What follows belongs to an exercise in optimizing a design on an open flow for small area, a short achievable clock period and few clock cycles per item; a production flow would make more cautious choices.
Function was checked by simulation only, so behaviour that the tests miss may differ from the original.

`flow/config.mk`:
```
export PLATFORM = sky130hd
export DESIGN_NAME = fft_dit_top
export DESIGN_NICKNAME = fft_dit_top
export VERILOG_FILES = /design/flow/design.v
export SDC_FILE = /design/flow/constraint.sdc
export NUM_CORES = 4
export LEC_CHECK = 0
export ABC_CLOCK_PERIOD_IN_PS = 3500
export CAP_MARGIN = 20
export CORE_MARGIN = 2
export CORE_UTILIZATION = 40
export SETUP_SLACK_MARGIN = 5
export SLEW_MARGIN = 20
```
`flow/constraint.sdc`:
```
create_clock -name core_clock -period 9.0 [get_ports {clk}]
set_input_delay 1.8000 -clock core_clock [delete_from_list [all_inputs] [get_ports {clk}]]
set_output_delay 1.8000 -clock core_clock [all_outputs]
set_load 0.01 [all_outputs]
```
`flow/design.v`:
```
`timescale 1ns/1ps
module tw_rows (
   input  logic [1:0]  n,
   input  logic [15:0] b,
   input  logic [8:0]  su,
   input  logic [8:0]  df,
   output logic [8:0]  hp, lp,
   output logic        cfp,       
   output logic [1:0]  ccp,       
   output logic [8:0]  hq, lq,
   output logic        cfq
);
   logic [15:0] br, bi, s9, d9;
   logic [15:0] r1, r2, r3, r4, r5, q1, q2, q3, q4, q5;
   logic [15:0] pc, qc;
   assign br = {{8{b[7]}},  b[7:0]};
   assign bi = {{8{b[15]}}, b[15:8]};
   assign s9 = {{7{su[8]}}, su};
   assign d9 = {{7{df[8]}}, df};
   always_comb begin
      case (n)
         2'd0: begin
            r1 = br << 6; r2 = '0; r3 = '0; r4 = '0; r5 = '0; pc = '0;
            q1 = bi << 6; q2 = '0; q3 = '0; q4 = '0; q5 = '0; qc = '0;
         end
         2'd1: begin
            r1 = br << 6; r2 = ~br << 2; r3 = ~br; r4 = bi << 4; r5 = bi << 3;
            pc = 16'd5;
            q1 = bi << 6; q2 = ~bi << 2; q3 = ~bi; q4 = ~br << 4; q5 = ~br << 3;
            qc = 16'd29;
         end
         2'd2: begin
            r1 = s9 << 5; r2 = s9 << 3; r3 = s9 << 2; r4 = s9; r5 = '0; pc = '0;
            q1 = d9 << 5; q2 = d9 << 3; q3 = d9 << 2; q4 = d9; q5 = '0; qc = '0;
         end
         default: begin
            r1 = bi << 6; r2 = ~bi << 2; r3 = ~bi; r4 = br << 4; r5 = br << 3;
            pc = 16'd5;
            q1 = ~br << 6; q2 = br << 2; q3 = br; q4 = bi << 4; q5 = bi << 3;
            qc = 16'd64;
         end
      endcase
   end
   logic [15:0] sp, cp, sq, cq;
   tw_tree u_tp (.x1(r1), .x2(r2), .x3(r3), .x4(r4), .x5(r5), .k(pc), .s(sp), .c(cp));
   tw_tree u_tq (.x1(q1), .x2(q2), .x3(q3), .x4(q4), .x5(q5), .k(qc), .s(sq), .c(cq));
   logic [6:0] lop, loq;
   logic [7:0] lcp;
   assign lop = {1'b0, sp[5:0]} + {1'b0, cp[5:0]};
   assign lcp = {2'b0, sp[5:0]} + {2'b0, cp[5:0]} + 8'd63;
   assign loq = {1'b0, sq[5:0]} + {1'b0, cq[5:0]};
   assign hp  = sp[14:6];
   assign lp  = cp[14:6];
   assign cfp = lop[6];
   assign ccp = lcp[7:6];
   assign hq  = sq[14:6];
   assign lq  = cq[14:6];
   assign cfq = loq[6];
endmodule
module tw_tree (
   input  logic [15:0] x1, x2, x3, x4, x5, k,
   output logic [15:0] s,
   output logic [15:0] c
);
   logic [15:0] s1, c1, s2, c2, s3, c3;
   csa16 u1 (.x(x1), .y(x2), .z(x3), .s(s1), .c(c1));
   csa16 u2 (.x(x4), .y(x5), .z(k),  .s(s2), .c(c2));
   csa16 u3 (.x(s1), .y(c1), .z(s2), .s(s3), .c(c3));
   csa16 u4 (.x(s3), .y(c3), .z(c2), .s(s),  .c(c));
endmodule
module add_hlc (
   input  logic [7:0] a,
   input  logic       neg,
   input  logic [8:0] h,
   input  logic [8:0] l,
   input  logic [1:0] c,
   output logic [7:0] y
);
   logic [8:0] z;
   logic [1:0] k;
   assign k = neg ? (2'd2 - c) : c;
   assign z = {a[7], a} + (h ^ {9{neg}}) + (l ^ {9{neg}}) + {7'd0, k};
   assign y = z[8:1];
endmodule
`timescale 1ns/1ps
module bf_w0 (
   input  logic [15:0] a,
   input  logic [15:0] b,
   output logic [15:0] s,
   output logic [15:0] d
);
   logic [8:0] sr, si, dr, di;
   assign sr = {a[7],  a[7:0]}  + {b[7],  b[7:0]};
   assign si = {a[15], a[15:8]} + {b[15], b[15:8]};
   assign dr = {a[7],  a[7:0]}  - {b[7],  b[7:0]};
   assign di = {a[15], a[15:8]} - {b[15], b[15:8]};
   assign s  = {si[8:1], sr[8:1]};
   assign d  = {di[8:1], dr[8:1]};
endmodule
module bf_w4 (
   input  logic [15:0] a,
   input  logic [15:0] b,
   output logic [15:0] s,
   output logic [15:0] d
);
   logic [8:0] sr, si, dr, di;
   assign sr = {a[7],  a[7:0]}  + {b[15], b[15:8]};
   assign si = {a[15], a[15:8]} - {b[7],  b[7:0]};
   assign dr = {a[7],  a[7:0]}  - {b[15], b[15:8]};
   assign di = {a[15], a[15:8]} + {b[7],  b[7:0]};
   assign s  = {si[8:1], sr[8:1]};
   assign d  = {di[8:1], dr[8:1]};
endmodule
module csa16 (
   input  logic [15:0] x,
   input  logic [15:0] y,
   input  logic [15:0] z,
   output logic [15:0] s,
   output logic [15:0] c
);
   assign s = x ^ y ^ z;
   assign c = {((x[14:0] & y[14:0]) | (x[14:0] & z[14:0]) | (y[14:0] & z[14:0])), 1'b0};
endmodule
module cs_scale (
   input  logic [15:0] s,
   input  logic [15:0] c,
   output logic [8:0]  h,
   output logic [8:0]  l,
   output logic        cy
);
   logic [6:0] lo;
   assign lo = {1'b0, s[5:0]} + {1'b0, c[5:0]};
   assign h  = s[14:6];
   assign l  = c[14:6];
   assign cy = lo[6];
endmodule
module mul_w2_cs (
   input  logic        rot,
   input  logic [15:0] b,
   output logic [8:0]  ph_re, pl_re,
   output logic        pc_re,
   output logic [8:0]  ph_im, pl_im,
   output logic        pc_im
);
   logic [9:0]  br, bi, su, df, ns;
   logic [15:0] xp, xq;
   assign br = {{2{b[7]}},  b[7:0]};
   assign bi = {{2{b[15]}}, b[15:8]};
   assign su = br + bi;
   assign df = bi - br;
   assign ns = 10'd0 - br - bi;
   assign xp = rot ? {{6{df[9]}}, df} : {{6{su[9]}}, su};
   assign xq = rot ? {{6{ns[9]}}, ns} : {{6{df[9]}}, df};
   logic [15:0] sp, cp, sq, cq;
   mul45 u_p (.x(xp), .s(sp), .c(cp));
   mul45 u_q (.x(xq), .s(sq), .c(cq));
   cs_scale u_sp (.s(sp), .c(cp), .h(ph_re), .l(pl_re), .cy(pc_re));
   cs_scale u_sq (.s(sq), .c(cq), .h(ph_im), .l(pl_im), .cy(pc_im));
endmodule
module mul45 (
   input  logic [15:0] x,
   output logic [15:0] s,
   output logic [15:0] c
);
   logic [15:0] s1, c1;
   csa16 u1 (.x(x << 5), .y(x << 3), .z(x << 2), .s(s1), .c(c1));
   csa16 u2 (.x(s1),     .y(c1),     .z(x),      .s(s),  .c(c));
endmodule
module bf_w04 (
   input  logic        rot,
   input  logic [15:0] a,
   input  logic [15:0] b,
   output logic [15:0] s,
   output logic [15:0] d
);
   logic [8:0] ar, ai, pr, pm, sr, si, dr, di;
   assign ar = {a[7],  a[7:0]};
   assign ai = {a[15], a[15:8]};
   assign pr = rot ? {b[15], b[15:8]} : {b[7], b[7:0]};
   assign pm = rot ? ~{b[7], b[7:0]} : {b[15], b[15:8]};
   assign sr = ar + pr;
   assign si = ai + pm + {8'd0, rot};
   assign dr = ar - pr;
   assign di = ai - pm - {8'd0, rot};
   assign s  = {si[8:1], sr[8:1]};
   assign d  = {di[8:1], dr[8:1]};
endmodule
`timescale 1ns/1ps
module fft_dit_top (
   input  logic        clk,
   input  logic        rst_n,
   input  logic [15:0] in_x,
   input  logic        in_nd,
   output logic [15:0] out_x,
   output logic        out_nd,
   output logic        overflow
);
   logic [15:0] x_q;
   logic        v;           
   logic [3:0]  cnt;         
   always_ff @(posedge clk) x_q <= in_x;
   always_ff @(posedge clk or negedge rst_n) begin
      if (!rst_n) begin
         v   <= 1'b0;
         cnt <= '0;
      end else begin
         v <= in_nd;
         if (v) cnt <= cnt + 4'd1;
      end
   end
   logic [15:0] d8 [8];
   logic [15:0] d4 [4];
   logic [15:0] c1s, c1d;
   bf_w0 u_bf0 (.a(d8[7]), .b(x_q), .s(c1s), .d(c1d));
   always_ff @(posedge clk) begin
      if (v) begin
         d8[0] <= cnt[3] ? c1d : x_q;
         for (int n = 1; n < 8; n++) d8[n] <= d8[n-1];
         d4[0] <= c1s;
         for (int n = 1; n < 4; n++) d4[n] <= d4[n-1];
      end
   end
   logic [15:0] g_in [4];
   bf_w0 u_bf1a (.a(d4[3]), .b(c1s), .s(g_in[0]), .d(g_in[2]));
   bf_w4 u_bf1b (.a(d8[3]), .b(c1d), .s(g_in[1]), .d(g_in[3]));
   logic [15:0] y_q [4];
   logic        yv;
   logic [1:0]  yj;
   always_ff @(posedge clk) begin
      if (v & cnt[3] & cnt[2]) begin
         for (int k = 0; k < 4; k++) y_q[k] <= g_in[k];
      end
      yj <= cnt[1:0];
   end
   always_ff @(posedge clk or negedge rst_n) begin
      if (!rst_n) yv <= 1'b0;
      else        yv <= v & cnt[3] & cnt[2];
   end
   logic [15:0] ya [4];
   logic [15:0] yb [4];
   logic [15:0] da [4];
   logic [15:0] db [4];
   logic [15:0] y2h [2];     
   logic        st;          
   logic        c2;          
   logic        y01;         
   logic        u1, u2;      
   logic        se, sh, sg;
   always_ff @(posedge clk) begin
      if (c2) begin
         y2h[0] <= y_q[2];
         y2h[1] <= y_q[3];
      end
   end
   always_ff @(posedge clk or negedge rst_n) begin
      if (!rst_n) begin
         st  <= 1'b0;
         c2  <= 1'b0;
         y01 <= 1'b0;
         u1  <= 1'b0;
         u2  <= 1'b0;
         se  <= 1'b0;
         sh  <= 1'b0;
         sg  <= 1'b0;
      end else begin
         st  <= v & (cnt == 4'd15);
         c2  <= v & (cnt == 4'd14);
         y01 <= v & (cnt[3:1] == 3'b110);
         u1  <= st;
         u2  <= u1;
         se  <= (v & (cnt[3:1] == 3'b111)) | st | u1;
         sh  <= (v & (cnt == 4'd15)) | u1;
         sg  <= st | u1;
      end
   end
   logic        e02, h02, g02;    
   logic [15:0] a02, b02, s02, d02;
   assign e02 = se;
   assign h02 = sh;
   assign g02 = sg;
   assign a02 = g02 ? (h02 ? yb[2] : ya[2]) : (h02 ? yb[0] : ya[0]);
   assign b02 = g02 ? (h02 ? y_q[2] : y2h[0]) : y_q[0];
   bf_w04 u_bf02 (.rot(g02), .a(a02), .b(b02), .s(s02), .d(d02));
   logic        e13p, h13p, g13p;
   assign e13p = se;
   assign h13p = sh;
   assign g13p = sg;
   logic [15:0] b13;
   assign b13 = g13p ? (h13p ? y_q[3] : y2h[1]) : y_q[1];
   logic [8:0]  ph_re, pl_re, ph_im, pl_im;
   logic        pc_re, pc_im;
   mul_w2_cs u_m13 (.rot(g13p), .b(b13),
      .ph_re(ph_re), .pl_re(pl_re), .pc_re(pc_re),
      .ph_im(ph_im), .pl_im(pl_im), .pc_im(pc_im));
   logic [8:0]  qh_re, ql_re, qh_im, ql_im;
   logic        qc_re, qc_im;
   logic        e13, h13, g13;    
   always_ff @(posedge clk) begin
      qh_re <= ph_re; ql_re <= pl_re; qc_re <= pc_re;
      qh_im <= ph_im; ql_im <= pl_im; qc_im <= pc_im;
      h13   <= h13p;
      g13   <= g13p;
   end
   always_ff @(posedge clk or negedge rst_n) begin
      if (!rst_n) e13 <= 1'b0;
      else        e13 <= e13p;
   end
   logic [15:0] a13, s13, d13;
   assign a13 = g13 ? (h13 ? yb[3] : ya[3]) : (h13 ? yb[1] : ya[1]);
   logic [8:0] sr13, si13, dr13, di13;
   assign sr13 = {a13[7],  a13[7:0]}  + qh_re + ql_re + qc_re;
   assign si13 = {a13[15], a13[15:8]} + qh_im + ql_im + qc_im;
   assign dr13 = {a13[7],  a13[7:0]}  - qh_re - ql_re - qc_re;
   assign di13 = {a13[15], a13[15:8]} - qh_im - ql_im - qc_im;
   assign s13 = {si13[8:1], sr13[8:1]};
   assign d13 = {di13[8:1], dr13[8:1]};
   always_ff @(posedge clk) begin
      if (y01) begin
         for (int k = 0; k < 4; k++) begin
            if (!yj[0]) ya[k] <= y_q[k];
            else        yb[k] <= y_q[k];
         end
      end
      if (e02) begin
         if (!h02) begin
            ya[{g02, 1'b0}] <= s02;
            da[{g02, 1'b0}] <= d02;
         end else begin
            yb[{g02, 1'b0}] <= s02;
            db[{g02, 1'b0}] <= d02;
         end
      end
      if (e13) begin
         if (!h13) begin
            ya[{g13, 1'b1}] <= s13;
            da[{g13, 1'b1}] <= d13;
         end else begin
            yb[{g13, 1'b1}] <= s13;
            db[{g13, 1'b1}] <= d13;
         end
      end
   end
   logic        r_act;
   logic [3:0]  r_m;         
   logic [3:0]  m_r;
   logic        r_v;
   logic [15:0] sb;
   logic [15:0] b_q;
   logic [8:0]  su_q, df_q;
   logic [3:0]  m_q;         
   logic        m_v;
   logic [15:0] sa;
   assign r_v = u1 | r_act;
   assign m_r = r_m;
   assign sb = m_r[2] ? db[m_r[1:0]] : yb[m_r[1:0]];
   always_ff @(posedge clk) begin
      b_q  <= sb;
      su_q <= {sb[7], sb[7:0]} + {sb[15], sb[15:8]};
      df_q <= {sb[15], sb[15:8]} - {sb[7], sb[7:0]};
      m_q  <= m_r;
   end
   always_ff @(posedge clk or negedge rst_n) begin
      if (!rst_n) begin
         r_act <= 1'b0;
         r_m   <= '0;
         m_v   <= 1'b0;
      end else begin
         m_v <= r_v;
         if (r_v) r_m <= r_m + 4'd1;
         if (u1) r_act <= 1'b1;
         else if (&r_m) r_act <= 1'b0;
      end
   end
   assign sa = m_q[2] ? da[m_q[1:0]] : ya[m_q[1:0]];
   logic [8:0]  thp, tlp, thq, tlq;
   logic        tcfp, tcfq;
   logic [1:0]  tccp;
   tw_rows u_tw (.n(m_q[1:0]), .b(b_q), .su(su_q), .df(df_q),
                 .hp(thp), .lp(tlp), .cfp(tcfp), .ccp(tccp),
                 .hq(thq), .lq(tlq), .cfq(tcfq));
   logic [15:0] a_q;
   logic [8:0]  hp_q, lp_q, hq_q, lq_q;
   logic        cfp_q, cfq_q;
   logic [1:0]  ccp_q;
   logic [1:0]  n_q;           
   logic        a_v;
   logic        al;
   always_ff @(posedge clk) begin
      a_q   <= sa;
      hp_q  <= thp; lp_q <= tlp; cfp_q <= tcfp; ccp_q <= tccp;
      hq_q  <= thq; lq_q <= tlq; cfq_q <= tcfq;
      n_q   <= m_q[3:2];
      al    <= &m_q;
   end
   logic [7:0] o_re, o_im;
   add_hlc u_ore (.a(a_q[7:0]), .neg(n_q[1]),
                  .h(n_q[0] ? hq_q : hp_q), .l(n_q[0] ? lq_q : lp_q),
                  .c(n_q[0] ? {1'b0, cfq_q} : {1'b0, cfp_q}), .y(o_re));
   add_hlc u_oim (.a(a_q[15:8]), .neg(n_q[1] ^ n_q[0]),
                  .h(n_q[0] ? hp_q : hq_q), .l(n_q[0] ? lp_q : lq_q),
                  .c(n_q[0] ? ccp_q : {1'b0, cfq_q}), .y(o_im));
   logic ol;
   always_ff @(posedge clk) begin
      out_x <= {o_im, o_re};
      ol    <= al;
   end
   always_ff @(posedge clk or negedge rst_n) begin
      if (!rst_n) begin
         a_v    <= 1'b0;
         out_nd <= 1'b0;
      end else begin
         a_v    <= m_v;
         out_nd <= a_v;
      end
   end
   logic [1:0] ost;
   logic       f_in, f_out;
   assign f_in  = v & (cnt == 4'd0);
   assign f_out = out_nd & ol;
   always_ff @(posedge clk or negedge rst_n) begin
      if (!rst_n) begin
         ost      <= '0;
         overflow <= 1'b0;
      end else begin
         ost <= ost + {1'b0, f_in} - {1'b0, f_out};
         if (f_in && ost == 2'd2 && !f_out) overflow <= 1'b1;
      end
   end
endmodule
```
`flow/run.sh`:
```
#!/bin/bash
# synth_recipe.tcl (not shown) runs the flow's synth.tcl, then flattens the netlist and writes it again
# the make line also repeats each setting of config.mk as NAME=value (left out here)
make -C /OpenROAD-flow-scripts/flow DESIGN_CONFIG=/design/flow/config.mk WORK_HOME=/design/flow/orfs CLKGATE_MAP_FILE= SYNTH_SCRIPT=/design/flow/synth_recipe.tcl finish
```
==> results of run 1 <==
==> final timing paths <==
kind	from	endpoint	slack, ps	depth (start not counted)
worst min register to register	al	ol	310	0
min in group asynchronous	rst_n	cnt[2]	1550	2
worst max register to register	sh	qh_im[4]	5020	17
worst min-delay path	al	ol	310	0
worst max-delay path	sh	qh_im[4]	5020	17
max in group asynchronous	rst_n	r_m[0]	7080	2
==> state kept, by name, indices dropped and copies added, names as in the netlist, 7 cells and up <==
register / cells
yb: 64
y_q: 64
su_q: 8
da: 64
qh_im: 8
lp_q: 9
hq_q: 9
x_q: 16
df_q: 9
b_q: 16
y2h: 32
d4: 64
lq_q: 9
a_q: 16
qh_re: 7
ql_im: 8
hp_q: 9
d8: 128
db: 64
ya: 64
out_x: 16
ql_re: 8
==> repair_timing <==
action,CTS,global route
pin swaps,1,19
gates resized for setup,22,58
cloned,1,0
endpoints found under the setup margin,123,73
buffers inserted,17,24
==> cell usage after synthesis (4+ instances only) <==
cell and count:
a31o_2 10, nor3_1 20, mux2i_1 70, or3_1 4, o211ai_1 4, dfxtp_1 165
inv_1 333, ha_1 318, o21bai_1 47, nand3_1 16, dfrtp_1 24, nand2_1 215
o21ai_1 9, xor2_1 57, o21a_1 10, fa_1 159, a22oi_1 4, o41ai_1 6
a21o_1 73, nor2b_1 35, and3_1 9, clkbuf_1 96, o21ba_2 6, a21oi_1 187
mux4_2 97, and2_1 12, xnor2_1 183, a211o_1 4, o31ai_1 9, a21boi_0 4
o21ai_0 220, or2_2 10, a31oi_1 7, buf_1 22, edfxtp_1 544, mux2_2 40
nor2_1 139, nand2b_1 31
==> cell families (layout without fill, tap and decap cells) <==
group | Yosys count | count (layout) | synth area share (%)
flip-flops | 733 | 733 | 50.0
AO/OA/AOI/OAI | 618 | 618 | 9.02
multiplexers | 207 | 207 | 8.24
buffers and inverters | 456 | 589 | 4.26
adder cells (fa/ha/maj) | 480 | 480 | 17.8
AND/OR/NAND/NOR | 504 | 504 | 5.54
XOR/XNOR | 240 | 240 | 5.19
==> final cells by class <==
type                    count  area [µm²]  share of cell area, %
repair buffers            107        1070                   2.34
multi-input cells        2049       18900                   41.2
well taps                1298        1620                   3.54
flip-flops and latches    733       20300                   44.2
clock buffers             116        2300                   5.03
inverters                 334        1270                   2.76
clock inverters            32         409                  0.893
==> layout by cell type (no fill, tap or decap), types with 40 or more instances in the layout <==
master and count:
fa_1 156, a21o_1 71, mux2i_1 67, o21bai_1 47, buf_4 52, xor2_1 53, ha_1 311, dfxtp_1 162
mux2_2 40, clkbuf_16 82, mux4_2 97, inv_1 325, nand2_1 213, o21ai_0 213, edfxtp_1 544, a21oi_1 178
xnor2_1 174, nor2_1 139
==> per-layer routing <==
| metal | GRT usage [%] | wire (µm) | share of wire, % |
|---|---|---|---|
| met1 | 23.9 | 40500 | 42 |
| met2 | 33.5 | 48700 | 50 |
| met3 | 2.83 | 4830 | 5.0 |
| met4 | 6.30 | 3190 | 3.3 |
| met5 | 0 | 0 | 0 |
==> stage by stage <==
stage | cell area [µm²]
6_report | 45800
5_1_grt | 45800
4_1_cts | 45400
3_5_place_dp | 42300
3_3_place_gp | 42300
2_1_floorplan | 40700
==> results.sh, run 1 <==
export IMPL_end_kind="flip-flop"
export IMPL_grt_usage_pct=19.0
export IMPL_drive_above_1_share_pct=12.8
export IMPL_htree_levels=3
export IMPL_crit_chain="buf_12, mux2i_1, a21o_1, inv_2, ha_4, ha_4, fa_2, a21o_1, a21oi_2, o21ai_1, nand2_1, xor2_2, mux2i_4, fa_1, inv_1, fa_1, inv_1"
export IMPL_synth_top_cell_by_area="edfxtp_1"
export IMPL_min_period_ps=3980
export IMPL_maxCapViolCount=0
export IMPL_max_stage_delay_ps=550
export IMPL_drt_first_pass_iters=8
export IMPL_cts_buffers=81
export IMPL_drc=0
export IMPL_ys_warn_count=11
export IMPL_area_delta_synth_final_pct=13.2
export IMPL_clock_latency_ps=670
export IMPL_crit_path_start_kind="flip-flop"
export IMPL_fin_cells=4669
export IMPL_die_area_mm2=0.104
export IMPL_cp_top_family="adder cells"
export IMPL_fin_crit_sh_pct=44.3
export IMPL_hold_violations=0
export IMPL_synth_seq_area_share_pct=50.0
export IMPL_holdBufCountCts=0
export IMPL_grt_max_degree=88
export IMPL_ctsRootBufferMaster="clkbuf_16"
export IMPL_nFillCells=9027
export IMPL_fmax_ghz=0.251
export IMPL_synthTopCellsByArea="edfxtp_1 (40%), ha_1 (9.8%), dfxtp_1 (8.2%)"
export IMPL_drt_wl_total_um=97200
export IMPL_timing_final_ws_setup_ps=5020
export IMPL_boundaryPins=37
export IMPL_chipWidth_um=322
export IMPL_async_reset_ff_share_pct=3.27
export IMPL_rsz0062_at_grt="true"
export IMPL_core_area_mm2=0.100
export IMPL_avgSynthCellArea_um2=12.5
export IMPL_synth_edf_count=544
export IMPL_drt_iter0_markers=1821
export IMPL_finalMaxSlewViolations=0
export IMPL_wl_per_cell_um=20.8
export IMPL_cts_path_max_buffers=3
export IMPL_setup_violations_final=0
export IMPL_arrival_ps=4550
export IMPL_synth_cell_type_count=60
export IMPL_clock_skew_ps=45.3
export IMPL_cp_max_fo=5
export IMPL_synth_area_mm2=0.0405
export IMPL_slew_headroom_pct=26.9
export IMPL_postRouteAntennaNets=0
export IMPL_crit_slowest_cell="fa_1"
export IMPL_min_path_type="reg -> reg"
export IMPL_fin_hold_ws_ps=308
export IMPL_grt_pass1_vias=24500
export IMPL_pre_cts_slack_ps=4160
export IMPL_n_antenna_cell=0
export IMPL_gp_congestion=0.893
export IMPL_hpwl_um=72300
export IMPL_place_port_buffers=36
export IMPL_cts_sinks=733
export IMPL_post_drt_via_cell_ratio=5.18
export IMPL_synth_cells=3238
export IMPL_finalSetupTns_ps=0
export IMPL_grt_pass1_wl_um=148000
export IMPL_cts_tree="built"
export IMPL_critical_path_class="reg -> reg"
export IMPL_vias=24200
export IMPL_synth_nets=3734
export IMPL_row_count=116
export IMPL_worstPathRequired_ps=9570
export IMPL_yosys_register_bits=733
export IMPL_yosysTopAreaCellShare_pct=40.3
export IMPL_timing_critical_path_buf_inv=4
export IMPL_utilization_pct=45.8
export IMPL_grt_overflow=0
export IMPL_path_clk_slew_ps=60
export IMPL_die_h_um=322
export IMPL_layout_nets=3802
export IMPL_tightest_slew_ps=1090
export IMPL_antenna_found_initial=0
export IMPL_start_util_pct=40.4
export IMPL_status="no timing/DRC/antenna violations"
export IMPL_dp_cells=4479
export IMPL_synthFlopType="edfxtp_1"
Testbench counts, summed over its fixed seeds: cycles 7,040, frames 384.
==> run 2, diff against run 1 <==
==> flow/flow/run.sh (new file) <==
#!/bin/bash
set -euo pipefail
bash standard.sh SETUP_SLACK_MARGIN=5.5 finish > standard_flow.log 2>&1
==> flow/standard.sh (new file) <==
#!/bin/bash
# synth_recipe.tcl (not shown) runs the flow's synth.tcl, then flattens the netlist and writes it again
# the make line also repeats each setting of config.mk as NAME=value (left out here)
make -C /OpenROAD-flow-scripts/flow DESIGN_CONFIG=/design/flow/config.mk WORK_HOME=/design/flow/orfs CLKGATE_MAP_FILE= SYNTH_SCRIPT=/design/flow/synth_recipe.tcl "${@:-finish}"
removed: flow/run.sh
==> run 2 against run 1 <==
  * Fmax up 3.3%
  * Non-clock buffer count up 137
  * Cell count up 3.0%
  * Via count increased by 4.1%
  * Register-to-register slack improved by 130 ps
  * Critical endpoint is now qh_re[1]
==> results.sh, run 2 <==
export IMPL_status="no timing/DRC/antenna violations"
export IMPL_placed_area_mm2=0.0425
export IMPL_cts_path_max_buffers=3
export IMPL_antenna_found_initial=2
export IMPL_hpwl_um=72600
export IMPL_min_path_type="reg -> reg"
export IMPL_wl_per_cell_um=21.6
export IMPL_largest_register="d8"
export IMPL_drive_above_1_share_pct=22.0
export IMPL_slew_headroom_pct=26.6
export IMPL_worst_hold_path_endpoint="ol"
export IMPL_drt_wl_total_um=104000
export IMPL_fmax_ghz=0.259
export IMPL_area_delta_synth_final_pct=20.5
export IMPL_grt_usage_pct=19.8
export IMPL_htree_levels=3
export IMPL_postRouteAntennaNets=0
export IMPL_clock_latency_ps=680
export IMPL_grt_pass1_vias=24900
export IMPL_row_count=116
export IMPL_grt_pass1_wl_um=153000
export IMPL_final_area_mm2=0.0488
export IMPL_tightest_slew_ps=1100
export IMPL_synth_common_cells="edfxtp_1 (544), inv_1 (333), ha_1 (318), o21ai_0 (220), nand2_1 (215)"
export IMPL_timing_final_ws_setup_ps=5140
export IMPL_start_util_pct=40.4
export IMPL_yosysTopAreaCellShare_pct=40.3
export IMPL_holdBufCountCts=0
export IMPL_boundaryPins=37
export IMPL_synth_seq_area_share_pct=50.0
export IMPL_chipWidth_um=322
export IMPL_synth_nets=3734
export IMPL_rr_endpoint="qh_re[1]"
export IMPL_min_delay_start="al"
export IMPL_synth_area_mm2=0.0405
export IMPL_synth_top_cell_by_area="edfxtp_1"
export IMPL_holdPathStages=0
export IMPL_clock_skew_ps=67.4
export IMPL_cts_buffers=80
export IMPL_synth_edf_count=544
export IMPL_post_drt_via_cell_ratio=5.23
export IMPL_rr_startpoint="sh"
export IMPL_final_common_cell="edfxtp_1"
export IMPL_synthFlopType="edfxtp_1"
export IMPL_reg2reg_setup_slack_ps=5140
export IMPL_synth_cells=3238
export IMPL_drt_first_pass_iters=6
export IMPL_end_kind="flip-flop"
export IMPL_worstPathRequired_ps=9580
export IMPL_grt_overflow=0
export IMPL_ctsRootBufferMaster="clkbuf_16"
export IMPL_largest_reg_flops=128
export IMPL_die_area_mm2=0.104
export IMPL_path_clk_slew_ps=60
export IMPL_maxCapViolCount=0
export IMPL_vias=25200
export IMPL_yosys_register_bits=733
export IMPL_async_reset_ff_share_pct=3.27
export IMPL_arrival_ps=4440
export IMPL_n_antenna_cell=0
export IMPL_final_cell_mix="edfxtp_1 (544), inv_1 (301), ha_1 (287), nand2_1 (207), o21ai_0 (175)"
export IMPL_critical_path_class="reg -> reg"
export IMPL_gp_congestion=0.894
export IMPL_hold_violations=0
export IMPL_finalSetupTns_ps=0
export IMPL_drt_iter0_markers=1951
export IMPL_layout_nets=3939
export IMPL_r2r_cells=15
export IMPL_synth_most_common_cell="edfxtp_1"
export IMPL_avgSynthCellArea_um2=12.5
export IMPL_setup_violations_final=0
export IMPL_synth_cell_type_count=60
export IMPL_core_area_mm2=0.100
export IMPL_grt_max_degree=72
export IMPL_drc=0
export IMPL_fin_hold_ws_ps=328
export IMPL_rsz0062_at_grt="true"
export IMPL_min_period_ps=3860
export IMPL_cp_max_fo=7
export IMPL_crit_path_start_kind="flip-flop"
export IMPL_cts_tree="built"
export IMPL_cts_sinks=733
export IMPL_die_h_um=322
export IMPL_pre_cts_slack_ps=4450
export IMPL_finalMaxSlewViolations=0
export IMPL_fin_crit_sh_pct=42.9
export IMPL_place_port_buffers=36
export IMPL_ys_warn_count=11
export IMPL_synthTopCellsByArea="edfxtp_1 (40%), ha_1 (9.8%), dfxtp_1 (8.2%)"
-- run 2: cell families after synthesis --
logic type / synth area share [%]
adders and majority gates: 17.8
DFF: 50.0
buffers and inverters: 4.26
xor gates and xnor gates: 5.19
AOI/OAI and AO/OA: 9.02
and+or+nand+nor: 5.54
muxes: 8.24
-- run 2: per-layer routing --
metal  vias up  GRT usage (%)  part of all wire (%)
li1      11700              -                     -
met1     12400           24.8                    40
met2       796           34.0                    49
met3       222           2.65                   5.4
met4         2           9.20                   5.2
met5         -              0                 0.013
-- run 2: worst max path at each step --
stage	startpoint	endpoint	slack (ps)	cells after the start
4_1_cts	sh	qh_im[3]	5090	17
3_3_place_gp	m_q[0]	ccp_q[0]	4440	17
5_1_grt	sh	qh_re[1]	5030	15
3_5_place_dp	m_q[0]	ccp_q[0]	4450	17
6_report	sh	qh_re[1]	5140	15
2_1_floorplan	sg	qh_im[3]	4880	20
-- run 2: layout make-up --
cell class	instances	area, µm²
fillers	8751	51400
flip-flops and latches	733	20300
multi-input cells	2049	20000
repair buffers	244	2730
clock buffers	115	2350
well taps	1298	1620
inverters	334	1280
clock inverters	33	487
repair inverters	1	5.00
-- run 2: stage by stage --
stage / std cells / util, %
floorplan: 3238 / -
finish: 4807 / 48.7
detailed placement: 4479 / 42.4
global placement: 4479 / 42.4
global route: 4807 / 48.7
CTS: 4718 / 47.0
-- run 2: worst max-delay path, cell delays in order (launching register included) --
cell,delay [ps]
dfrtp_2,440
buf_12,150
clkbuf_16,160
mux2i_1,120
a21o_2,290
ha_4,370
clkinvlp_4,130
o31ai_4,250
a31o_2,230
nor2_2,40
a21oi_2,150
xor2_2,260
inv_2,100
fa_1,510
fa_2,540
inv_1,40
-- run 2: repair_timing --
item                                    in CTS  in global routing
endpoints found under the setup margin     443                165
gates cloned                                13                  3
gates resized for setup                    144                232
pin swaps                                   41                136
setup buffers                               78                 86
==> run 3, diff against run 2 <==
--- a/flow/design.v
+++ b/flow/design.v
@@ -137,4 +137,4 @@
 module mul_w2_cs (
-   input  logic        rot,
-   input  logic [15:0] b,
+   input  logic [9:0]  xp,
+   input  logic [9:0]  xq,
    output logic [8:0]  ph_re, pl_re,
@@ -144,14 +144,5 @@
 );
-   logic [9:0]  br, bi, su, df, ns;
-   logic [15:0] xp, xq;
-   assign br = {{2{b[7]}},  b[7:0]};
-   assign bi = {{2{b[15]}}, b[15:8]};
-   assign su = br + bi;
-   assign df = bi - br;
-   assign ns = 10'd0 - br - bi;
-   assign xp = rot ? {{6{df[9]}}, df} : {{6{su[9]}}, su};
-   assign xq = rot ? {{6{ns[9]}}, ns} : {{6{df[9]}}, df};
    logic [15:0] sp, cp, sq, cq;
-   mul45 u_p (.x(xp), .s(sp), .c(cp));
-   mul45 u_q (.x(xq), .s(sq), .c(cq));
+   mul45 u_p (.x({{6{xp[9]}}, xp}), .s(sp), .c(cp));
+   mul45 u_q (.x({{6{xq[9]}}, xq}), .s(sq), .c(cq));
    cs_scale u_sp (.s(sp), .c(cp), .h(ph_re), .l(pl_re), .cy(pc_re));
@@ -197,25 +188,30 @@
 );
-   logic [15:0] x_q;
-   logic        v;           
-   logic [3:0]  cnt;         
-   always_ff @(posedge clk) x_q <= in_x;
-   always_ff @(posedge clk or negedge rst_n) begin
-      if (!rst_n) begin
-         v   <= 1'b0;
-         cnt <= '0;
-      end else begin
-         v <= in_nd;
-         if (v) cnt <= cnt + 4'd1;
-      end
-   end
+   logic [3:0]  wcnt;        
    logic [15:0] d8 [8];
-   logic [15:0] d4 [4];
+   logic [15:0] d4 [5];
    logic [15:0] c1s, c1d;
-   bf_w0 u_bf0 (.a(d8[7]), .b(x_q), .s(c1s), .d(c1d));
+   bf_w0 u_bf0 (.a(d8[7]), .b(in_x), .s(c1s), .d(c1d));
    always_ff @(posedge clk) begin
-      if (v) begin
-         d8[0] <= cnt[3] ? c1d : x_q;
+      if (in_nd) begin
+         d8[0] <= wcnt[3] ? c1d : in_x;
          for (int n = 1; n < 8; n++) d8[n] <= d8[n-1];
          d4[0] <= c1s;
-         for (int n = 1; n < 4; n++) d4[n] <= d4[n-1];
+         for (int n = 1; n < 5; n++) d4[n] <= d4[n-1];
+      end
+   end
+   logic [15:0] c1s_q, c1d_q;
+   logic        v;
+   logic [3:0]  cnt;
+   always_ff @(posedge clk) begin
+      c1s_q <= c1s;
+      c1d_q <= c1d;
+      cnt   <= wcnt;
+   end
+   always_ff @(posedge clk or negedge rst_n) begin
+      if (!rst_n) begin
+         v    <= 1'b0;
+         wcnt <= '0;
+      end else begin
+         v <= in_nd;
+         if (in_nd) wcnt <= wcnt + 4'd1;
       end
@@ -223,5 +219,13 @@
    logic [15:0] g_in [4];
-   bf_w0 u_bf1a (.a(d4[3]), .b(c1s), .s(g_in[0]), .d(g_in[2]));
-   bf_w4 u_bf1b (.a(d8[3]), .b(c1d), .s(g_in[1]), .d(g_in[3]));
+   bf_w0 u_bf1a (.a(d4[4]), .b(c1s_q), .s(g_in[0]), .d(g_in[2]));
+   bf_w4 u_bf1b (.a(d8[4]), .b(c1d_q), .s(g_in[1]), .d(g_in[3]));
+   logic [9:0]  xp_in [2], xq_in [2];
+   always_comb begin
+      xp_in[0] = {{2{g_in[1][7]}},  g_in[1][7:0]}  + {{2{g_in[1][15]}}, g_in[1][15:8]};
+      xq_in[0] = {{2{g_in[1][15]}}, g_in[1][15:8]} - {{2{g_in[1][7]}},  g_in[1][7:0]};
+      xp_in[1] = {{2{g_in[3][15]}}, g_in[3][15:8]} - {{2{g_in[3][7]}},  g_in[3][7:0]};
+      xq_in[1] = 10'd0 - {{2{g_in[3][7]}}, g_in[3][7:0]} - {{2{g_in[3][15]}}, g_in[3][15:8]};
+   end
    logic [15:0] y_q [4];
+   logic [9:0]  xp_q [2], xq_q [2];
    logic        yv;
@@ -229,4 +233,10 @@
    always_ff @(posedge clk) begin
+      y_q[0]  <= g_in[0];
+      y_q[3]  <= g_in[3];
+      xp_q[0] <= xp_in[0];
+      xq_q[0] <= xq_in[0];
       if (v & cnt[3] & cnt[2]) begin
-         for (int k = 0; k < 4; k++) y_q[k] <= g_in[k];
+         y_q[2]  <= g_in[2];
+         xp_q[1] <= xp_in[1];
+         xq_q[1] <= xq_in[1];
       end
@@ -242,3 +252,4 @@
    logic [15:0] db [4];
-   logic [15:0] y2h [2];     
+   logic [15:0] y2h;         
+   logic [9:0]  xp2h, xq2h;  
    logic        st;          
@@ -250,4 +261,5 @@
       if (c2) begin
-         y2h[0] <= y_q[2];
-         y2h[1] <= y_q[3];
+         y2h  <= y_q[2];
+         xp2h <= xp_q[1];
+         xq2h <= xq_q[1];
       end
@@ -281,3 +293,3 @@
    assign a02 = g02 ? (h02 ? yb[2] : ya[2]) : (h02 ? yb[0] : ya[0]);
-   assign b02 = g02 ? (h02 ? y_q[2] : y2h[0]) : y_q[0];
+   assign b02 = g02 ? (h02 ? y_q[2] : y2h) : y_q[0];
    bf_w04 u_bf02 (.rot(g02), .a(a02), .b(b02), .s(s02), .d(d02));
@@ -287,7 +299,8 @@
    assign g13p = sg;
-   logic [15:0] b13;
-   assign b13 = g13p ? (h13p ? y_q[3] : y2h[1]) : y_q[1];
+   logic [9:0]  xp13, xq13;
+   assign xp13 = g13p ? (h13p ? xp_q[1] : xp2h) : xp_q[0];
+   assign xq13 = g13p ? (h13p ? xq_q[1] : xq2h) : xq_q[0];
    logic [8:0]  ph_re, pl_re, ph_im, pl_im;
    logic        pc_re, pc_im;
-   mul_w2_cs u_m13 (.rot(g13p), .b(b13),
+   mul_w2_cs u_m13 (.xp(xp13), .xq(xq13),
       .ph_re(ph_re), .pl_re(pl_re), .pc_re(pc_re),
@@ -318,3 +331,3 @@
       if (y01) begin
-         for (int k = 0; k < 4; k++) begin
+         for (int k = 0; k < 4; k += 2) begin
             if (!yj[0]) ya[k] <= y_q[k];
@@ -322,3 +335,7 @@
          end
+         if (!yj[0]) ya[3] <= y_q[3];
+         else        yb[3] <= y_q[3];
       end
+      if (v & (cnt == 4'd12)) ya[1] <= g_in[1];
+      if (v & (cnt == 4'd13)) yb[1] <= g_in[1];
       if (e02) begin
==> flow/run.sh (new file) <==
#!/bin/bash
# synth_recipe.tcl (not shown) runs the flow's synth.tcl, then flattens the netlist and writes it again
# the make line also repeats each setting of config.mk as NAME=value (left out here)
make -C /OpenROAD-flow-scripts/flow DESIGN_CONFIG=/design/flow/config.mk WORK_HOME=/design/flow/orfs CLKGATE_MAP_FILE= SYNTH_SCRIPT=/design/flow/synth_recipe.tcl finish
removed: flow/flow/run.sh
removed: flow/standard.sh
==> run 3 against run 2 <==
  * Sequential cell count increased by 57
  * Cell count rose by 4.3%
  * Worst hold slack got worse by 3.5 ps
==> results.sh, run 3 <==
export IMPL_arrival_ps=4360
export IMPL_placed_area_mm2=0.0446
export IMPL_layout_nets=4053
export IMPL_synth_nets=4017
export IMPL_drt_iter0_markers=1834
export IMPL_setup_violations_final=0
export IMPL_wl_per_cell_um=20.0
export IMPL_chipWidth_um=331
export IMPL_final_cell_mix="edfxtp_1 (532), inv_1 (354), ha_1 (323), dfxtp_1 (231), o21ai_0 (229)"
export IMPL_nFillCells=9604
export IMPL_post_drt_via_cell_ratio=5.20
export IMPL_r2r_cells=15
export IMPL_drc=0
export IMPL_final_area_mm2=0.0479
export IMPL_reg_largest_list="d8: 128 flops, d4: 80 flops"
export IMPL_synth_most_common_cell="edfxtp_1"
export IMPL_min_path_type="reg -> reg"
export IMPL_die_h_um=331
export IMPL_critical_path_class="reg -> reg"
export IMPL_path_clk_slew_ps=60
export IMPL_grt_pass1_vias=25600
export IMPL_synth_edf_count=532
export IMPL_min_delay_start="al"
export IMPL_rsz0062_at_grt="true"
export IMPL_fmax_ghz=0.260
export IMPL_async_reset_ff_share_pct=3.04
export IMPL_synth_area_mm2=0.0428
export IMPL_clock_skew_ps=47.2
export IMPL_ctsRootBufferMaster="clkbuf_16"
export IMPL_yosys_register_bits=790
export IMPL_grt_max_degree=152
export IMPL_die_area_mm2=0.110
export IMPL_worst_hold_path_endpoint="ol"
export IMPL_core_area_mm2=0.106
export IMPL_fin_cells=5015
export IMPL_synth_cells=3516
export IMPL_cp_max_fo=27
export IMPL_regArea_mm2=0.0213
export IMPL_postRouteAntennaNets=0
export IMPL_grt_pass1_wl_um=153000
export IMPL_avgSynthCellArea_um2=12.2
export IMPL_status="no timing/DRC/antenna violations"
export IMPL_synthTopCellsByArea="edfxtp_1 (37%), dfxtp_1 (11%), ha_1 (9.4%)"
export IMPL_fin_hold_ws_ps=324
export IMPL_utilization_pct=45.3
export IMPL_cts_tree="built"
export IMPL_synth_top_cell_by_area="edfxtp_1"
export IMPL_gp_congestion=0.881
export IMPL_area_delta_synth_final_pct=12.0
export IMPL_hpwl_um=76100
export IMPL_reg2reg_setup_slack_ps=5150
export IMPL_n_antenna_cell=0
export IMPL_maxCapViolCount=0
export IMPL_row_count=119
export IMPL_hold_violations=0
export IMPL_boundaryPins=37
export IMPL_slew_headroom_pct=28.7
export IMPL_end_kind="flip-flop"
export IMPL_synthFlopType="edfxtp_1"
export IMPL_drt_first_pass_iters=5
export IMPL_synth_common_cells="edfxtp_1 (532), inv_1 (354), ha_1 (323), dfxtp_1 (234), o21ai_0 (234)"
export IMPL_cts_buffers=85
export IMPL_multi_input_area_mm2=0.0198
export IMPL_rr_endpoint="ccp_q[0]"
export IMPL_finalMaxSlewViolations=0
export IMPL_finalSetupTns_ps=0
export IMPL_dp_cells=4846
export IMPL_synth_seq_area_share_pct=49.7
export IMPL_grt_usage_pct=18.4
export IMPL_worstPathRequired_ps=9520
export IMPL_cts_path_max_buffers=3
export IMPL_vias=26100
export IMPL_clock_latency_ps=670
export IMPL_drt_wl_total_um=100000
export IMPL_antenna_found_initial=1
export IMPL_final_common_cell="edfxtp_1"
export IMPL_start_util_pct=40.5
export IMPL_cts_sinks=790
export IMPL_min_period_ps=3850
export IMPL_fin_crit_sh_pct=42.7
export IMPL_largest_register="d8"
export IMPL_crit_path_start_kind="flip-flop"
export IMPL_synth_cell_type_count=73
export IMPL_drive_above_1_share_pct=10.3
export IMPL_holdPathStages=0
export IMPL_yosysTopAreaCellShare_pct=37.3
export IMPL_grt_overflow=0
export IMPL_place_port_buffers=36
export IMPL_largest_reg_flops=128
export IMPL_ys_warn_count=17
export IMPL_rr_startpoint="m_q[0]"
export IMPL_tightest_slew_ps=1070
export IMPL_htree_levels=3
run 3: how the worst max path moves through the flow:
stage,cells after the start,start,endpoint
2_1_floorplan,17,m_q[0],ccp_q[0]
3_3_place_gp,15,m_q[0],ccp_q[0]
3_5_place_dp,15,m_q[0],ccp_q[0]
4_1_cts,14,m_q[1],ccp_q[0]
5_1_grt,15,m_q[0],ccp_q[0]
6_report,15,m_q[0],ccp_q[0]
run 3: cell type report:
cell class / count / share of cell area, %
Clock buffer: 119 / 5.14
Clock inverter: 40 / 0.943
Inverter: 359 / 2.84
Multi-Input combinational cell: 2241 / 41.4
Sequential cell: 790 / 44.4
Tap cell: 1391 / 3.63
Timing Repair Buffer: 75 / 1.64
run 3: metrics by stage:
stage	setup WS, ps
finish	5150
global placement	4070
detailed placement	4060
CTS	4910
floorplan	5000
global route	4970
run 3: critical path, stage by stage, from the launching register on:
cell	delay, ps
dfxtp_4	420
buf_16	200
nor2_4	80
nand2_1	130
inv_1	110
or2_2	300
ha_1	290
fa_1	450
fa_1	530
inv_1	70
fa_1	400
nor2b_1	150
a22o_1	240
a21oi_2	150
nor2_1	70
xnor2_1	120
run 3: what timing repair did:
item / CTS / global route
hold buffers: 0 / 0
setup endpoints to repair: 60 / 62
buffers inserted: 3 / 6
gates cloned: 0 / 1
pin swaps: 0 / 3
gates resized for setup: 17 / 47
run 3: cell families (layout without fill, tap and decap cells):
group,count (synthesis),count (layout),synth area share (%)
DFF,790,790,49.7
AOI/OAI and AO/OA,669,669,9.63
and+or+nand+nor,667,667,7.28
buffers and inverters,485,593,4.34
adders and majority gates,484,484,16.9
muxes,216,216,7.94
xor gates and xnor gates,205,205,4.20
run 3: layer usage:
layer | up-vias | track usage (%) | part of all wire, %
li1 | 12500 | - | -
met1 | 12800 | 23.8 | 43
met2 | 667 | 31.8 | 49
met3 | 151 | 2.47 | 4.7
met4 | 0 | 5.86 | 3.1
met5 | - | 0 | 0
Testbench counts of run 3, summed over its fixed seeds: cycles 7,040, frames 384.
==> run 4, diff against run 3 <==
==> flow/flow/run.sh (new file) <==
#!/bin/bash
set -euo pipefail
bash standard.sh SETUP_SLACK_MARGIN=5.8 finish > standard_flow.log 2>&1
==> flow/standard.sh (new file) <==
#!/bin/bash
# synth_recipe.tcl (not shown) runs the flow's synth.tcl, then flattens the netlist and writes it again
# the make line also repeats each setting of config.mk as NAME=value (left out here)
make -C /OpenROAD-flow-scripts/flow DESIGN_CONFIG=/design/flow/config.mk WORK_HOME=/design/flow/orfs CLKGATE_MAP_FILE= SYNTH_SCRIPT=/design/flow/synth_recipe.tcl "${@:-finish}"
removed: flow/run.sh
==> run 4 against run 3 <==
  * Utilization rose by 3.9 points
  * Sequential share of layout area shrank 3.5 points
  * Worst setup slack improved by 360 ps
  * First-iteration DRC count increased by 0.33%
==> results.sh, run 4 <==
export IMPL_status="no timing/DRC/antenna violations"
export IMPL_tightest_slew_ps=1060
export IMPL_finalMaxSlewViolations=0
export IMPL_grt_usage_pct=19.7
export IMPL_chipWidth_um=331
export IMPL_drc=0
export IMPL_min_path_type="reg -> reg"
export IMPL_synth_cell_type_count=73
export IMPL_cts_tree="built"
export IMPL_boundaryPins=37
export IMPL_htree_levels=3
export IMPL_n_antenna_cell=0
export IMPL_cts_buffers=85
export IMPL_drt_iter0_markers=1840
export IMPL_fin_hold_ws_ps=334
export IMPL_slew_headroom_pct=29.0
export IMPL_wl_per_cell_um=20.7
export IMPL_final_common_cell="edfxtp_1"
export IMPL_cts_sinks=790
export IMPL_reg_largest_list="d8: 128 flops, d4: 80 flops"
export IMPL_place_port_buffers=36
export IMPL_largest_register="d8"
export IMPL_yosys_register_bits=790
export IMPL_antenna_found_initial=1
export IMPL_start_util_pct=40.5
export IMPL_clock_skew_ps=43.0
export IMPL_die_area_mm2=0.110
export IMPL_drive_above_1_share_pct=23.5
export IMPL_vias=27100
export IMPL_holdBufCountCts=0
export IMPL_critical_path_class="reg -> reg"
export IMPL_max_stage_delay_ps=560
export IMPL_synth_most_common_cell="edfxtp_1"
export IMPL_drt_first_pass_iters=6
export IMPL_setup_violations_final=0
export IMPL_postRouteAntennaNets=0
export IMPL_core_area_mm2=0.106
export IMPL_synth_nets=4017
export IMPL_fmax_ghz=0.287
export IMPL_synth_edf_count=532
export IMPL_synth_seq_area_share_pct=49.7
export IMPL_min_period_ps=3480
export IMPL_drt_wl_total_um=108000
export IMPL_row_count=119
export IMPL_post_drt_via_cell_ratio=5.21
export IMPL_synth_area_mm2=0.0428
export IMPL_finalSetupTns_ps=0
export IMPL_gp_congestion=0.876
export IMPL_fin_crit_sh_pct=38.7
export IMPL_layout_nets=4236
export IMPL_worstPathRequired_ps=9530
export IMPL_synth_top_cell_by_area="edfxtp_1"
export IMPL_crit_chain="buf_6, nor2_4, nand2_4, inv_2, or2_4, ha_4, fa_1, fa_1, inv_2, fa_2, nor2b_4, a22o_1, a21oi_2, nor2_2, xnor2_1"
export IMPL_grt_overflow=0
export IMPL_rsz0062_at_grt="true"
export IMPL_synth_cells=3516
export IMPL_async_reset_ff_share_pct=3.04
export IMPL_area_delta_synth_final_pct=21.7
export IMPL_pre_cts_slack_ps=4520
export IMPL_largest_reg_flops=128
export IMPL_timing_final_ws_setup_ps=5520
export IMPL_grt_pass1_wl_um=163000
export IMPL_path_clk_slew_ps=60
export IMPL_synthFlopType="edfxtp_1"
export IMPL_ys_warn_count=17
export IMPL_crit_slowest_cell="fa_1"
export IMPL_grt_pass1_vias=27100
export IMPL_clock_latency_ps=680
export IMPL_yosysTopAreaCellShare_pct=37.3
export IMPL_crit_path_start_kind="flip-flop"
export IMPL_cts_path_max_buffers=3
export IMPL_grt_max_degree=123
export IMPL_end_kind="flip-flop"
export IMPL_maxCapViolCount=0
export IMPL_hold_violations=0
export IMPL_die_h_um=331
export IMPL_arrival_ps=4020
export IMPL_ctsRootBufferMaster="clkbuf_16"
export IMPL_cp_max_fo=6
export IMPL_synthTopCellsByArea="edfxtp_1 (37%), dfxtp_1 (11%), ha_1 (9.4%)"
export IMPL_avgSynthCellArea_um2=12.2
export IMPL_final_cell_mix="edfxtp_1 (532), inv_1 (322), ha_1 (259), dfxtp_1 (224), nand2_1 (211)"
export IMPL_synth_common_cells="edfxtp_1 (532), inv_1 (354), ha_1 (323), dfxtp_1 (234), o21ai_0 (234)"
export IMPL_hpwl_um=75600
[run 4: cell count changes in the layout (fill, tap and decap cells not counted), sizes merged, moves of 10 or more]
cell	delta
clkbuf	-17
buf	+175
clkinvlp	+10
dlygate4sd2	+20
clkdlybuf4s50	-23
[run 4: layer usage]
layer | track usage (%) | part of all wire [%]
met5 | 0 | 0
met4 | 6.65 | 3.7
met3 | 2.70 | 4.6
met2 | 34.7 | 50
met1 | 24.7 | 42
[run 4: what timing repair did]
action / 4_1_cts / 5_1_grt
buffers inserted: 123 / 61
endpoints found under the setup margin: 367 / 201
cloned: 11 / 2
gates resized for setup: 350 / 245
pin swaps: 124 / 164
[run 4: critical path, delay by kind of cell, from the launching register on]
family / cells / cell delay (ps)
adders and majority gates: 4 / 1620
AOI/OAI and AO/OA: 2 / 400
xor gates and xnor gates: 1 / 110
DFF: 1 / 410
and+or+nand+nor: 5 / 580
buffers and inverters: 3 / 240
[run 4: stage by stage]
step                      cell area, µm²  utilization, %  instances
after global placement             44800            42.4       4841
final                              52100            49.2       5197
after floorplan                    43200               -       3516
after CTS                          50500            47.7       5133
after global routing               52100            49.2       5197
after detailed placement           44800            42.4       4841
[run 4: worst paths after layout]
path | startpoint | to | slack (ps) | depth (start not counted)
max | m_q[0] | ccp_q[0] | 5520 | 15
min | al | ol | 330 | 0
max reg2reg | m_q[0] | ccp_q[0] | 5520 | 15
min reg2reg | al | ol | 330 | 0
max in group asynchronous | rst_n | sg | 7370 | 1
min in group asynchronous | rst_n | v | 1140 | 1
[run 4: final cells by class]
class,instances,area (µm²)
fill,9176,53700
inverter,359,1420
timing repair buffer,255,2660
clock inverter,55,686
clock buffer,103,2250
multi-input combinational,2241,22000
tap,1391,1740
timing repair inverter,3,30.0
sequential,790,21300
[run 4: kinds of logic (layout without fill, tap and decap cells)]
logic type,after synthesis,in the layout,share of synthesized area (%)
xor+xnor,205,205,4.20
simple gates,667,667,7.28
fa+ha+maj,484,484,16.9
mux,216,216,7.94
compound gates,669,669,9.63
flops,790,790,49.7
buf+inv,485,775,4.34
==> run 5, diff against run 4 <==
==> flow/flow/run.sh (replaced) <==
#!/bin/bash
set -euo pipefail
bash standard.sh SETUP_SLACK_MARGIN=5.5 finish > standard_flow.log 2>&1
==> run 5 against run 4 <==
  * Highest routed layer unchanged
  * Clock-buffer cell count grew 21
  * Sequential cell count unchanged
==> results.sh, run 5 <==
export IMPL_largest_register="d8"
export IMPL_hold_violations=0
export IMPL_fin_crit_sh_pct=38.8
export IMPL_grt_pass1_vias=26700
export IMPL_antenna_found_initial=0
export IMPL_cts_tree="built"
export IMPL_cp_max_fo=6
export IMPL_wl_per_cell_um=20.7
export IMPL_synth_seq_area_share_pct=49.7
export IMPL_htree_levels=3
export IMPL_vias=26700
export IMPL_place_port_buffers=36
export IMPL_rr_startpoint="m_q[0]"
export IMPL_synth_most_common_cell="edfxtp_1"
export IMPL_tightest_slew_ps=1070
export IMPL_gp_congestion=0.906
export IMPL_n_antenna_cell=0
export IMPL_maxCapViolCount=0
export IMPL_end_kind="flip-flop"
export IMPL_nFillCells=9326
export IMPL_area_delta_synth_final_pct=17.0
export IMPL_reg_largest_list="d8: 128 flops, d4: 80 flops"
export IMPL_fin_hold_ws_ps=337
export IMPL_ctsRootBufferMaster="clkbuf_16"
export IMPL_r2r_cells=15
export IMPL_clock_skew_ps=51.9
export IMPL_clock_latency_ps=680
export IMPL_worst_hold_path_endpoint="ol"
export IMPL_yosys_register_bits=790
export IMPL_drt_iter0_markers=1935
export IMPL_avgSynthCellArea_um2=12.2
export IMPL_crit_path_start_kind="flip-flop"
export IMPL_start_util_pct=40.5
export IMPL_dp_cells=4842
export IMPL_final_cell_mix="edfxtp_1 (532), inv_1 (345), ha_1 (302), dfxtp_1 (223), nand2_1 (212)"
export IMPL_cts_buffers=86
export IMPL_drc=0
export IMPL_synth_area_mm2=0.0428
export IMPL_slew_headroom_pct=28.1
export IMPL_rsz0062_at_grt="true"
export IMPL_min_period_ps=3490
export IMPL_rr_endpoint="cfq_q"
export IMPL_status="no timing/DRC/antenna violations"
export IMPL_row_count=119
export IMPL_synth_nets=4017
export IMPL_worstPathRequired_ps=9530
export IMPL_drt_wl_total_um=106000
export IMPL_critical_path_startpoint="m_q[0]"
export IMPL_synthTopCellsByArea="edfxtp_1 (37%), dfxtp_1 (11%), ha_1 (9.4%)"
export IMPL_final_common_cell="edfxtp_1"
export IMPL_synth_cell_type_count=73
export IMPL_async_reset_ff_share_pct=3.04
export IMPL_postRouteAntennaNets=0
export IMPL_finalMaxSlewViolations=0
export IMPL_core_area_mm2=0.106
export IMPL_chipWidth_um=331
export IMPL_reg2reg_setup_slack_ps=5510
export IMPL_critical_path_class="reg -> reg"
export IMPL_drt_first_pass_iters=5
export IMPL_holdPathStages=0
export IMPL_largest_reg_flops=128
export IMPL_drive_above_1_share_pct=16.6
export IMPL_arrival_ps=4020
export IMPL_synth_top_cell_by_area="edfxtp_1"
export IMPL_min_path_type="reg -> reg"
export IMPL_fmax_ghz=0.286
export IMPL_grt_pass1_wl_um=159000
export IMPL_boundaryPins=37
export IMPL_ys_warn_count=17
export IMPL_layout_nets=4140
export IMPL_synth_edf_count=532
export IMPL_min_delay_start="al"
export IMPL_synthFlopType="edfxtp_1"
export IMPL_hpwl_um=75900
export IMPL_setup_violations_final=0
export IMPL_path_clk_slew_ps=60
export IMPL_post_drt_via_cell_ratio=5.23
export IMPL_holdBufCountCts=0
export IMPL_cts_sinks=790
export IMPL_synth_common_cells="edfxtp_1 (532), inv_1 (354), ha_1 (323), dfxtp_1 (234), o21ai_0 (234)"
export IMPL_die_h_um=331
export IMPL_finalSetupTns_ps=0
export IMPL_yosysTopAreaCellShare_pct=37.3
export IMPL_synth_cells=3516
export IMPL_grt_max_degree=183
export IMPL_cts_path_max_buffers=3
export IMPL_grt_usage_pct=19.2
export IMPL_fin_cells=5104
export IMPL_grt_overflow=0
export IMPL_die_area_mm2=0.110
## run 5: cell types whose count changed in the layout (fill, tap and decap cells not counted), sizes merged, moves of 7 or more
cell	before	now
clkbuf	105	130
dlygate4sd2	20	0
clkinv	34	27
clkdlybuf4s50	12	35
buf	212	112
clkinvlp	14	6
## run 5: through the flow
step	worst slack, ps	area, µm²	util (%)
final	5510	50100	47.4
after global routing	5370	50100	47.4
after CTS	5390	48800	46.1
after detailed placement	4270	44700	42.2
after global placement	4340	44700	42.2
after floorplan	5460	42900	-
## run 5: kinds of logic (layout without fill, tap and decap cells)
logic type / Yosys count / after routing / share of synthesized area (%)
flip-flops: 790 / 790 / 49.7
AO/OA/AOI/OAI: 669 / 669 / 9.63
AND/OR/NAND/NOR: 667 / 667 / 7.28
buffers and inverters: 485 / 682 / 4.34
adder cells (fa/ha/maj): 484 / 484 / 16.9
multiplexers: 216 / 216 / 7.94
XOR/XNOR: 205 / 205 / 4.20
## run 5: critical path: stages, from the launching register on
cell	delay, ps
dfxtp_4	410
buf_12	140
nor2_4	70
nand2_4	90
inv_4	30
buf_4	130
or2_2	290
ha_1	300
fa_1	540
inv_1	60
fa_1	490
inv_1	40
ha_1	260
a31o_2	230
a21o_1	150
a21o_1	140
## run 5: worst max path at each step
stage | slack, ps | end | cells after the start
CTS | 5390 | xq_q[1][9] | 14
floorplan | 5460 | ccp_q[0] | 17
finish | 5510 | cfq_q | 15
global route | 5370 | ccp_q[0] | 14
global placement | 4340 | ccp_q[0] | 13
detailed placement | 4270 | ccp_q[0] | 13
## run 5: area by class of cell
class | count | area, µm² | area share [%]
timing repair buffer | 159 | 1760 | 3.52
tap | 1391 | 1740 | 3.48
clock buffer | 124 | 2460 | 4.91
sequential | 790 | 21300 | 42.5
multi-input combinational | 2241 | 20800 | 41.5
clock inverter | 38 | 588 | 1.17
timing repair inverter | 2 | 22.5 | 0.0450
inverter | 359 | 1420 | 2.83
## run 5: timing repair
| item | CTS | global route |
|---|---|---|
| resized for setup | 128 | 179 |
| gates cloned | 6 | 5 |
| pin swaps | 29 | 73 |
| setup buffers | 39 | 50 |
| setup endpoints to repair | 207 | 124 |
## run 5: layer usage
metal  part of all wire, %  vias up  track usage, %  wire length (µm)
li1                      -    12600               -                 -
met1                    41    13100            24.2             43800
met2                    50      762            33.7             52800
met3                   5.0      188            2.80              5300
met4                   3.5        0            6.31              3690
met5                     0        -               0                 0
==> run 6, diff against run 5 <==
--- a/flow/config.mk
+++ b/flow/config.mk
@@ -11,2 +11,4 @@
 export CORE_UTILIZATION = 40
+export CTS_CLUSTER_DIAMETER = 50
+export CTS_CLUSTER_SIZE = 30
 export SETUP_SLACK_MARGIN = 5
==> run 6 against run 5 <==
  * Cell count about the same
  * First-iteration DRC count decreased by 13%
  * Utilization about the same
  * Non-clock buffer count down 11
  * Fmax grew 0.60%
  * Largest cell class unchanged
  * Clock-buffer cell count down 22
  * Cell area about the same
  * Critical path depth unchanged
  * Clock skew grew 15 ps
  * Worst setup slack improved by 21 ps
==> results.sh, run 6 <==
export IMPL_grt_pass1_wl_um=158000
export IMPL_cts_buffers=91
export IMPL_nFillCells=9329
export IMPL_post_drt_via_cell_ratio=5.23
export IMPL_cts_sinks=790
export IMPL_core_area_mm2=0.106
export IMPL_drive_above_1_share_pct=16.9
export IMPL_synth_mux_area_share_pct=7.94
export IMPL_rr_endpoint="ccp_q[0]"
export IMPL_postRouteAntennaNets=0
export IMPL_layout_nets=4134
export IMPL_chipWidth_um=331
export IMPL_place_port_buffers=36
export IMPL_synth_simple_gate_area_share_pct=7.28
export IMPL_synth_most_common_cell="edfxtp_1"
export IMPL_grt_usage_pct=19.1
export IMPL_grt_max_degree=183
export IMPL_synth_nets=4017
export IMPL_final_common_cell="edfxtp_1"
export IMPL_wl_per_cell_um=20.6
export IMPL_boundaryPins=37
export IMPL_holdPathStages=0
export IMPL_regArea_mm2=0.0213
export IMPL_start_util_pct=40.5
export IMPL_maxCapViolCount=0
export IMPL_synth_edf_count=532
export IMPL_synth_cell_type_count=73
export IMPL_crit_path_start_kind="flip-flop"
export IMPL_fmax_ghz=0.288
export IMPL_critical_path_startpoint="m_q[0]"
export IMPL_status="no timing/DRC/antenna violations"
export IMPL_reg2reg_setup_slack_ps=5530
export IMPL_min_delay_start="al"
export IMPL_grt_pass1_vias=26700
export IMPL_final_cell_mix="edfxtp_1 (532), inv_1 (343), ha_1 (305), dfxtp_1 (224), nand2_1 (213)"
export IMPL_synth_common_cells="edfxtp_1 (532), inv_1 (354), ha_1 (323), dfxtp_1 (234), o21ai_0 (234)"
export IMPL_synth_top_family_by_area="adder cells"
export IMPL_pre_cts_slack_ps=4270
export IMPL_tightest_slew_ps=1080
export IMPL_rr_startpoint="m_q[0]"
export IMPL_rsz0062_at_grt="true"
export IMPL_hold_violations=0
export IMPL_clock_skew_ps=67.3
export IMPL_synthAdderAreaFrac_pct=16.9
export IMPL_ctsRootBufferMaster="clkbuf_16"
export IMPL_holdBufCountCts=0
export IMPL_synth_xor_area_share_pct=4.20
## run 6: cell counts after synthesis
No cell type changed its count.
## run 6: routing by layer
layer / wire (µm) / track usage (%)
met1: 43500 / 23.9
met3: 5070 / 2.58
met2: 52600 / 34.0
met5: 0 / 0
met4: 3830 / 6.15
## run 6: logic make-up after synthesis
group,after synthesis
simple gates,667
compound gates,669
mux,216
buf+inv,485
xor+xnor,205
fa+ha+maj,484
flops,790
## run 6: how the worst max path moves through the flow
| stage | depth (start not counted) | slack (ps) | endpoint |
|---|---|---|---|
| final | 15 | 5530 | ccp_q[0] |
| after global routing | 11 | 5350 | xq_q[1][8] |
| after floorplan | 17 | 5460 | ccp_q[0] |
| after CTS | 16 | 5380 | xq_q[1][8] |
| after global placement | 13 | 4340 | ccp_q[0] |
| after detailed placement | 13 | 4270 | ccp_q[0] |
## run 6: stage by stage
| stage | utilization (%) | instance area (µm²) | instances |
|---|---|---|---|
| 5_1_grt | 47.3 | 50000 | 5103 |
| 3_3_place_gp | 42.2 | 44700 | 4842 |
| 3_5_place_dp | 42.2 | 44700 | 4842 |
| 2_1_floorplan | - | 42900 | 3516 |
| 6_report | 47.3 | 50000 | 5103 |
| 4_1_cts | 46.4 | 49000 | 5062 |
## run 6: critical path, cell delays in order, from the launching register on
cell	delay [ps]
dfxtp_4	410
buf_12	150
nor2_4	60
nand2_2	100
inv_4	40
or2_4	250
ha_4	270
fa_1	420
fa_1	530
inv_1	60
fa_2	370
nor2b_4	150
a22o_1	210
a21oi_2	160
nor2_2	50
xnor2_1	120
## run 6: cell type report
class / instances / area share, %
Clock buffer: 102 / 4.86
Clock inverter: 70 / 1.69
Inverter: 359 / 2.84
Multi-Input combinational cell: 2241 / 41.3
Sequential cell: 790 / 42.5
Tap cell: 1391 / 3.48
Timing Repair Buffer: 148 / 3.29
Timing Repair inverter: 2 / 0.0450
## run 6: timing repair
item / in CTS / in global routing
pin swaps: 24 / 65
gates cloned: 6 / 5
resized for setup: 123 / 160
endpoints found under the setup margin: 210 / 116
setup buffers: 42 / 36

afterwards: timing with drivers on the ports:
Ports are ideal in the flow. The routed layouts listed here were re-timed in OpenROAD. Step 1, drivers: a clkbuf_16 drives clk and a buf_2 each remaining input, both assumed. Step 2 times the ports against the registers' clock, not the clock port: input delays grow and output delays shrink by t, the midpoint of the rising clock arrivals with the driver on. a / b / c = ideal ports / drivers / drivers and shift; a / b = the first two.
run	t, ns	slack for setup (ns)	hold WS [ns]	slew at the worst register clock pin (ns)
run 1	0.716	5.016 / 5.016 / 5.016	0.308 / 0.308 / 0.308	0.07 / 0.07
run 2	0.720	5.142 / 5.142 / 5.142	0.328 / 0.328 / 0.328	0.07 / 0.07
run 3	0.718	5.154 / 5.154 / 4.734	0.324 / 0.324 / 0.324	0.07 / 0.07
run 4	0.727	5.516 / 5.516 / 5.183	0.334 / 0.334 / 0.334	0.07 / 0.07
run 5	0.714	5.507 / 5.507 / 4.913	0.337 / 0.337 / 0.337	0.07 / 0.07
run 6	0.723	5.528 / 5.528 / 4.929	0.333 / 0.333 / 0.333	0.08 / 0.08
After both steps every run listed still meets setup and hold. For run 6, which loses most, drivers alone change the setup slack by 0.000 ns; drivers and shift together by -0.599 ns.
